Context: an optimization exercise on an open-source flow, tuned for small area, a short achievable clock period and few clock cycles per item. The choices shown serve that exercise and are no tape-out recipe. Where RTL was checked, it was by simulation tests only, not by an equivalence proof against the original. Power figures rest on the tool's default switching activity, not on a simulated workload.

==> inputs of run C <==
// k423_core
module k423_core #(
  parameter k423_pkg::addr_t RESET_PC = '0
) (
  input  logic                clk_i,
  input  logic                arst_n_i,
  output k423_pkg::addr_t     imem_addr_o,
  input  k423_pkg::inst_t     imem_rdata_i,
  output k423_pkg::addr_t     debug_wb_pc_o,
  output logic                debug_wb_rd_vld_o,
  output k423_pkg::reg_idx_t  debug_wb_rd_idx_o,
  output k423_pkg::xlen_t     debug_wb_rd_o
);
  logic                pred_tkn;
  logic                redir;
  k423_pkg::addr_t     redir_pc;
  logic                keep_tgt;
  k423_pkg::addr_t     if_pc4;
  k423_pkg::addr_t     if_pcx;
  k423_pkg::reg_idx_t  rs1_idx;
  k423_pkg::reg_idx_t  rs2_idx;
  k423_pkg::xlen_t     rs1_data;
  k423_pkg::xlen_t     rs2_data;
  k423_pkg::res_sel_e  id_res_sel;
  logic                id_sub;
  logic                id_unsigned;
  logic                id_sh_left;
  logic                id_sh_arith;
  logic                id_chk;
  logic                id_use_lt;
  logic                id_flip;
  logic                id_pred;
  k423_pkg::xlen_t     id_op_a;
  k423_pkg::xlen_t     id_op_b;
  k423_pkg::addr_t     id_pcx;
  logic                id_rd_vld;
  k423_pkg::reg_idx_t  id_rd_idx;
  logic                rf_we;
  k423_pkg::reg_idx_t  rf_wa;
  k423_pkg::xlen_t     rf_wd;
  k423_fetch #(
    .RESET_PC ( RESET_PC )
  ) u_k423_fetch (
    .clk_i       ( clk_i       ),
    .arst_n_i    ( arst_n_i    ),
    .pred_tkn_i  ( pred_tkn    ),
    .keep_tgt_i  ( keep_tgt    ),
    .inst_i      ( imem_rdata_i ),
    .redir_i     ( redir       ),
    .redir_pc_i  ( redir_pc    ),
    .pc4_o       ( if_pc4      ),
    .pcx_o       ( if_pcx      ),
    .imem_addr_o ( imem_addr_o )
  );
  k423_decode u_k423_decode (
  ...
==> flow/config.mk <==
export PLATFORM = sky130hd
export DESIGN_NAME = k423_core
export DESIGN_NICKNAME = k423_core
export VERILOG_FILES = /design/flow/design.v
export SDC_FILE = /design/flow/constraint.sdc
export NUM_CORES = 4
export LEC_CHECK = 0
export CAP_MARGIN = 20
export CORE_MARGIN = 2
export CORE_UTILIZATION = 60
export CTS_CLUSTER_DIAMETER = 120
export CTS_CLUSTER_SIZE = 25
export SETUP_SLACK_MARGIN = 2.0
export SLEW_MARGIN = 20
==> flow/constraint.sdc <==
create_clock -name core_clock -period 5.5 [get_ports {clk_i}]
set_input_delay 1.1000 -clock core_clock [delete_from_list [all_inputs] [get_ports {clk_i}]]
set_output_delay 1.1000 -clock core_clock [all_outputs]
set_load 0.01 [all_outputs]
run.sh (not shown) runs the stock make flow with config.mk's settings and CLKGATE_MAP_FILE= SYNTH_SCRIPT=/design/flow/synth_recipe.tcl, a recipe that flattens the netlist after the stock synthesis.
==> inputs of run D, as changes to run C <==
--- a/flow/design.v
+++ b/flow/design.v
@@ -36,46 +36,44 @@
   parameter k423_pkg::addr_t RESET_PC = '0
 ) (
   input  logic             clk_i,
   input  logic             arst_n_i,
   input  logic             pred_tkn_i,
-  input  logic             keep_tgt_i,
-  input  k423_pkg::inst_t  inst_i,
+  input  logic [20:1]      off_i,
   input  logic             redir_i,
   input  k423_pkg::addr_t  redir_pc_i,
+  output k423_pkg::addr_t  pc_o,
   output k423_pkg::addr_t  pc4_o,
-  output k423_pkg::addr_t  pcx_o,
+  output k423_pkg::addr_t  alt_o,
   output k423_pkg::addr_t  imem_addr_o
 );
   k423_pkg::addr_t pc_q;
-  k423_pkg::addr_t tgt_b;
-  k423_pkg::addr_t tgt_j;
   k423_pkg::addr_t tgt;
   k423_pkg::addr_t nxt;
   assign pc4_o = pc_q + 32'd4;
-  assign tgt_b = pc_q + {{20{inst_i[31]}}, inst_i[7], inst_i[30:25], inst_i[11:8], 1'b0};
-  assign tgt_j = pc_q + {{12{inst_i[31]}}, inst_i[19:12], inst_i[20], inst_i[30:21], 1'b0};
-  assign tgt   = inst_i[2] ? tgt_j : tgt_b;
+  assign tgt   = pc_q + {{11{off_i[20]}}, off_i, 1'b0};
   assign nxt   = pred_tkn_i ? tgt : pc4_o;
-  assign pcx_o = keep_tgt_i ? tgt_b : pc_q;
+  assign alt_o = pred_tkn_i ? pc4_o : tgt;
   always_ff @(posedge clk_i or negedge arst_n_i) begin
     if (!arst_n_i) begin
       pc_q <= RESET_PC;
     end else begin
       pc_q <= redir_i ? redir_pc_i : nxt;
     end
   end
+  assign pc_o        = pc_q;
   assign imem_addr_o = pc_q;
 endmodule
 module k423_decode (
   input  logic                  clk_i,
   input  logic                  arst_n_i,
   input  k423_pkg::inst_t       inst_i,
+  input  k423_pkg::addr_t       pc_i,
   input  k423_pkg::addr_t       pc4_i,
-  input  k423_pkg::addr_t       pcx_i,
+  input  k423_pkg::addr_t       alt_i,
   output logic                  pred_tkn_o,
-  output logic                  keep_tgt_o,
+  output logic [20:1]           off_o,
   input  logic                  kill_i,
   output k423_pkg::reg_idx_t    rs1_idx_o,
   output k423_pkg::reg_idx_t    rs2_idx_o,
   input  k423_pkg::xlen_t       rs1_data_i,
   input  k423_pkg::xlen_t       rs2_data_i,
@@ -86,24 +84,25 @@
   output logic                  id_sh_left_o,
   output logic                  id_sh_arith_o,
   output logic                  id_chk_o,
   output logic                  id_use_lt_o,
   output logic                  id_flip_o,
-  output logic                  id_pred_o,
   output k423_pkg::xlen_t       id_op_a_o,
   output k423_pkg::xlen_t       id_op_b_o,
-  output k423_pkg::addr_t       id_pcx_o,
+  output k423_pkg::addr_t       id_pc_o,
+  output k423_pkg::addr_t       id_alt_o,
   output logic                  id_rd_vld_o,
   output k423_pkg::reg_idx_t    id_rd_idx_o
 );
   logic [6:0]          opcode;
   logic [2:0]          funct3;
   logic [6:0]          funct7;
   k423_pkg::reg_idx_t  rd_idx;
   k423_pkg::xlen_t     imm_i;
   k423_pkg::xlen_t     imm_u;
   logic [20:1]         off_b;
+  logic [20:1]         off_j;
   logic                f7_ok;
   k423_pkg::res_sel_e  res_sel;
   logic                sub;
   logic                uns;
   logic                sh_left;
@@ -126,10 +125,11 @@
   assign rs1_idx_o = inst_i[19:15];
   assign rs2_idx_o = inst_i[24:20];
   assign imm_i = {{20{inst_i[31]}}, inst_i[31:20]};
   assign imm_u = {inst_i[31:12], 12'b0};
   assign off_b = {{9{inst_i[31]}}, inst_i[7], inst_i[30:25], inst_i[11:8]};
+  assign off_j = {inst_i[31], inst_i[19:12], inst_i[20], inst_i[30:21]};
   assign f7_ok = (funct7 == 7'b0000000) ||
                  ((funct7 == 7'b0100000) && (funct3 == 3'b000 || funct3 == 3'b101));
   always_comb begin
     res_sel  = k423_pkg::RES_ADD;
     sub      = 1'b0;
@@ -193,12 +193,12 @@
       rd_vld = 1'b0;
     end
   end
   assign pred  = is_jal | (is_br & inst_i[31]);
   assign chk   = is_br & ~(~inst_i[31] & (off_b == 20'd2));
+  assign off_o = is_jal ? off_j : off_b;
   assign pred_tkn_o = pred;
-  assign keep_tgt_o = is_br & ~pred;
   assign fwd_a = id_rd_vld_o && (id_rd_idx_o == rs1_idx_o);
   assign fwd_b = id_rd_vld_o && (id_rd_idx_o == rs2_idx_o) && !use_imm;
   always_ff @(posedge clk_i or negedge arst_n_i) begin
     if (!arst_n_i) begin
       id_chk_o    <= 1'b0;
@@ -216,12 +216,12 @@
     id_sh_arith_o <= sh_arith;
     id_use_lt_o   <= use_lt;
     id_flip_o     <= br_inv ^ pred;
     id_op_a_o     <= fwd_a ? ex_res_i : rs1_data_i;
     id_op_b_o     <= use_imm ? imm : (fwd_b ? ex_res_i : rs2_data_i);
-    id_pred_o     <= pred;
-    id_pcx_o      <= pcx_i;
+    id_pc_o       <= pc_i;
+    id_alt_o      <= alt_i;
     id_rd_idx_o   <= rd_idx;
   end
 endmodule
 module k423_regfile (
   input  logic                clk_i,
@@ -258,14 +258,14 @@
   input  logic                  id_sh_left_i,
   input  logic                  id_sh_arith_i,
   input  logic                  id_chk_i,
   input  logic                  id_use_lt_i,
   input  logic                  id_flip_i,
-  input  logic                  id_pred_i,
   input  k423_pkg::xlen_t       id_op_a_i,
   input  k423_pkg::xlen_t       id_op_b_i,
-  input  k423_pkg::addr_t       id_pcx_i,
+  input  k423_pkg::addr_t       id_pc_i,
+  input  k423_pkg::addr_t       id_alt_i,
   input  logic                  id_rd_vld_i,
   input  k423_pkg::reg_idx_t    id_rd_idx_i,
   output logic                  redir_o,
   output k423_pkg::addr_t       redir_pc_o,
   output logic                  rf_we_o,
@@ -327,11 +327,11 @@
       k423_pkg::RES_SHIFT: alu_res = sh_out;
       default:             alu_res = b;
     endcase
   end
   assign redir_o    = id_chk_i & ((id_use_lt_i ? rs_lt : rs_eq) ^ id_flip_i);
-  assign redir_pc_o = id_pred_i ? id_pcx_i + 32'd4 : id_pcx_i;
+  assign redir_pc_o = id_alt_i;
   assign rf_we_o = id_rd_vld_i;
   assign rf_wa_o = id_rd_idx_i;
   assign rf_wd_o = alu_res;
   always_ff @(posedge clk_i or negedge arst_n_i) begin
     if (!arst_n_i) begin
@@ -341,11 +341,11 @@
     end
   end
   always_ff @(posedge clk_i) begin
     wb_idx_q  <= id_rd_idx_i;
     wb_data_q <= alu_res;
-    wb_pc_q   <= id_pcx_i;
+    wb_pc_q   <= id_pc_i;
   end
   assign wb_pc_o     = wb_pc_q;
   assign wb_rd_vld_o = wb_vld_q;
   assign wb_rd_idx_o = wb_idx_q;
   assign wb_rd_o     = wb_data_q;
@@ -361,15 +361,16 @@
   output logic                debug_wb_rd_vld_o,
   output k423_pkg::reg_idx_t  debug_wb_rd_idx_o,
   output k423_pkg::xlen_t     debug_wb_rd_o
 );
   logic                pred_tkn;
+  logic [20:1]         off;
   logic                redir;
   k423_pkg::addr_t     redir_pc;
-  logic                keep_tgt;
+  k423_pkg::addr_t     if_pc;
   k423_pkg::addr_t     if_pc4;
-  k423_pkg::addr_t     if_pcx;
+  k423_pkg::addr_t     if_alt;
   k423_pkg::reg_idx_t  rs1_idx;
   k423_pkg::reg_idx_t  rs2_idx;
   k423_pkg::xlen_t     rs1_data;
   k423_pkg::xlen_t     rs2_data;
   k423_pkg::res_sel_e  id_res_sel;
@@ -378,14 +379,14 @@
   logic                id_sh_left;
   logic                id_sh_arith;
   logic                id_chk;
   logic                id_use_lt;
   logic                id_flip;
-  logic                id_pred;
   k423_pkg::xlen_t     id_op_a;
   k423_pkg::xlen_t     id_op_b;
-  k423_pkg::addr_t     id_pcx;
+  k423_pkg::addr_t     id_pc;
+  k423_pkg::addr_t     id_alt;
   logic                id_rd_vld;
   k423_pkg::reg_idx_t  id_rd_idx;
   logic                rf_we;
   k423_pkg::reg_idx_t  rf_wa;
   k423_pkg::xlen_t     rf_wd;
@@ -393,26 +394,27 @@
     .RESET_PC ( RESET_PC )
   ) u_k423_fetch (
     .clk_i       ( clk_i       ),
     .arst_n_i    ( arst_n_i    ),
     .pred_tkn_i  ( pred_tkn    ),
-    .keep_tgt_i  ( keep_tgt    ),
-    .inst_i      ( imem_rdata_i ),
+    .off_i       ( off         ),
     .redir_i     ( redir       ),
     .redir_pc_i  ( redir_pc    ),
+    .pc_o        ( if_pc       ),
     .pc4_o       ( if_pc4      ),
-    .pcx_o       ( if_pcx      ),
+    .alt_o       ( if_alt      ),
     .imem_addr_o ( imem_addr_o )
   );
   k423_decode u_k423_decode (
     .clk_i         ( clk_i        ),
     .arst_n_i      ( arst_n_i     ),
     .inst_i        ( imem_rdata_i ),
+    .pc_i          ( if_pc        ),
     .pc4_i         ( if_pc4       ),
-    .pcx_i         ( if_pcx       ),
+    .alt_i         ( if_alt       ),
     .pred_tkn_o    ( pred_tkn     ),
-    .keep_tgt_o    ( keep_tgt     ),
+    .off_o         ( off          ),
     .kill_i        ( redir        ),
     .rs1_idx_o     ( rs1_idx      ),
     .rs2_idx_o     ( rs2_idx      ),
     .rs1_data_i    ( rs1_data     ),
     .rs2_data_i    ( rs2_data     ),
@@ -423,14 +425,14 @@
     .id_sh_left_o  ( id_sh_left   ),
     .id_sh_arith_o ( id_sh_arith  ),
     .id_chk_o      ( id_chk       ),
     .id_use_lt_o   ( id_use_lt    ),
     .id_flip_o     ( id_flip      ),
-    .id_pred_o     ( id_pred      ),
     .id_op_a_o     ( id_op_a      ),
     .id_op_b_o     ( id_op_b      ),
-    .id_pcx_o      ( id_pcx       ),
+    .id_pc_o       ( id_pc        ),
+    .id_alt_o      ( id_alt       ),
     .id_rd_vld_o   ( id_rd_vld    ),
     .id_rd_idx_o   ( id_rd_idx    )
   );
   k423_regfile u_k423_regfile (
     .clk_i      ( clk_i    ),
@@ -451,14 +453,14 @@
     .id_sh_left_i  ( id_sh_left        ),
     .id_sh_arith_i ( id_sh_arith       ),
     .id_chk_i      ( id_chk            ),
     .id_use_lt_i   ( id_use_lt         ),
     .id_flip_i     ( id_flip           ),
-    .id_pred_i     ( id_pred           ),
     .id_op_a_i     ( id_op_a           ),
     .id_op_b_i     ( id_op_b           ),
-    .id_pcx_i      ( id_pcx            ),
+    .id_pc_i       ( id_pc             ),
+    .id_alt_i      ( id_alt            ),
     .id_rd_vld_i   ( id_rd_vld         ),
     .id_rd_idx_i   ( id_rd_idx         ),
     .redir_o       ( redir             ),
     .redir_pc_o    ( redir_pc          ),
     .rf_we_o       ( rf_we             ),
CORE_UTILIZATION = 40   (was 60)
CTS_CLUSTER_DIAMETER = default   (was 120)
CTS_CLUSTER_SIZE = default   (was 25)
==> metrics.md <==
| Metric | Value |
|---|---|
| Total Routed Length | between 300 and 400 mm |
| CP peak stage delay | approximately 0.54 ns |
| Syn nets | between 5000 and 6000 |
| Compound-Gate Fraction of Synth Area | between 20% and 30% |
| Status | timing/DRC/antenna clean |
| WL met1 | about 110 mm |
| Clock latency (worst-skew pair) | 0.84 ns |
| Net Sw Power | 10.3 mW |
| Routed wl met3 | 49.3 mm |
| DIE WIDTH | between 300 and 400 um |
The numbers above come from run D.

==> metrics.md <==
| Metric | Value |
|---|---|
| Status | timing/DRC/antenna clean |
| WL met1 | about 94 mm |
| Clock power frac | between 10% and 20% |
| Routed wl met3 | between 60 and 70 mm |
| Post-synth EDFFs | a little under 1000 |
| CTS H-tree depth | 2 |
| DIE WIDTH | about 320 um |
| Total Routed Length | around 300 mm |
| Compound-Gate Fraction of Synth Area | 20.9% |
| Clock latency (worst-skew pair) | slightly below 0.8 ns |
| R2r startpoint | u_k423_decode.id_sub_o$_SDFF_PN0_ |
| Gate Count Post-Synth | 5080 |
| CTS root buffer | clkbuf_16 |
| Net Sw Power | ~10 mW |
The numbers above come from run C.

Testbench counts of run C, summed over its fixed seeds: cycles 32,921, retired 24,000.
The RTL of run D was laid out without a check of its function.

## what the ideal ports hide
No port has a modelled driver above. Below, the same layouts with a new extraction and two added sets of constraints.
Step 1 assumes that a clkbuf_16 drives the clock port and a buf_2 every other input.
Step 2, shift: input delay + t, output delay - t, t = (earliest + latest rising clock arrival at the registers) / 2. This alone moves slack from input paths to output paths.
Slacks: ideal / step 1 / step 2; pairs: ideal / step 1.
run	t (ns)	setup slack, ns	worst register clock-pin slew, ns	pins driven straight from the clock port
run C	0.821	1.808 / 1.808 / 1.119	0.12 / 0.12	1
run D	0.883	1.844 / 1.844 / 1.020	0.07 / 0.07	1
After both steps every run listed still meets setup and hold. The setup slack of run D, which loses most, moves by 0.000 ns with the drivers and by -0.824 ns with both steps.
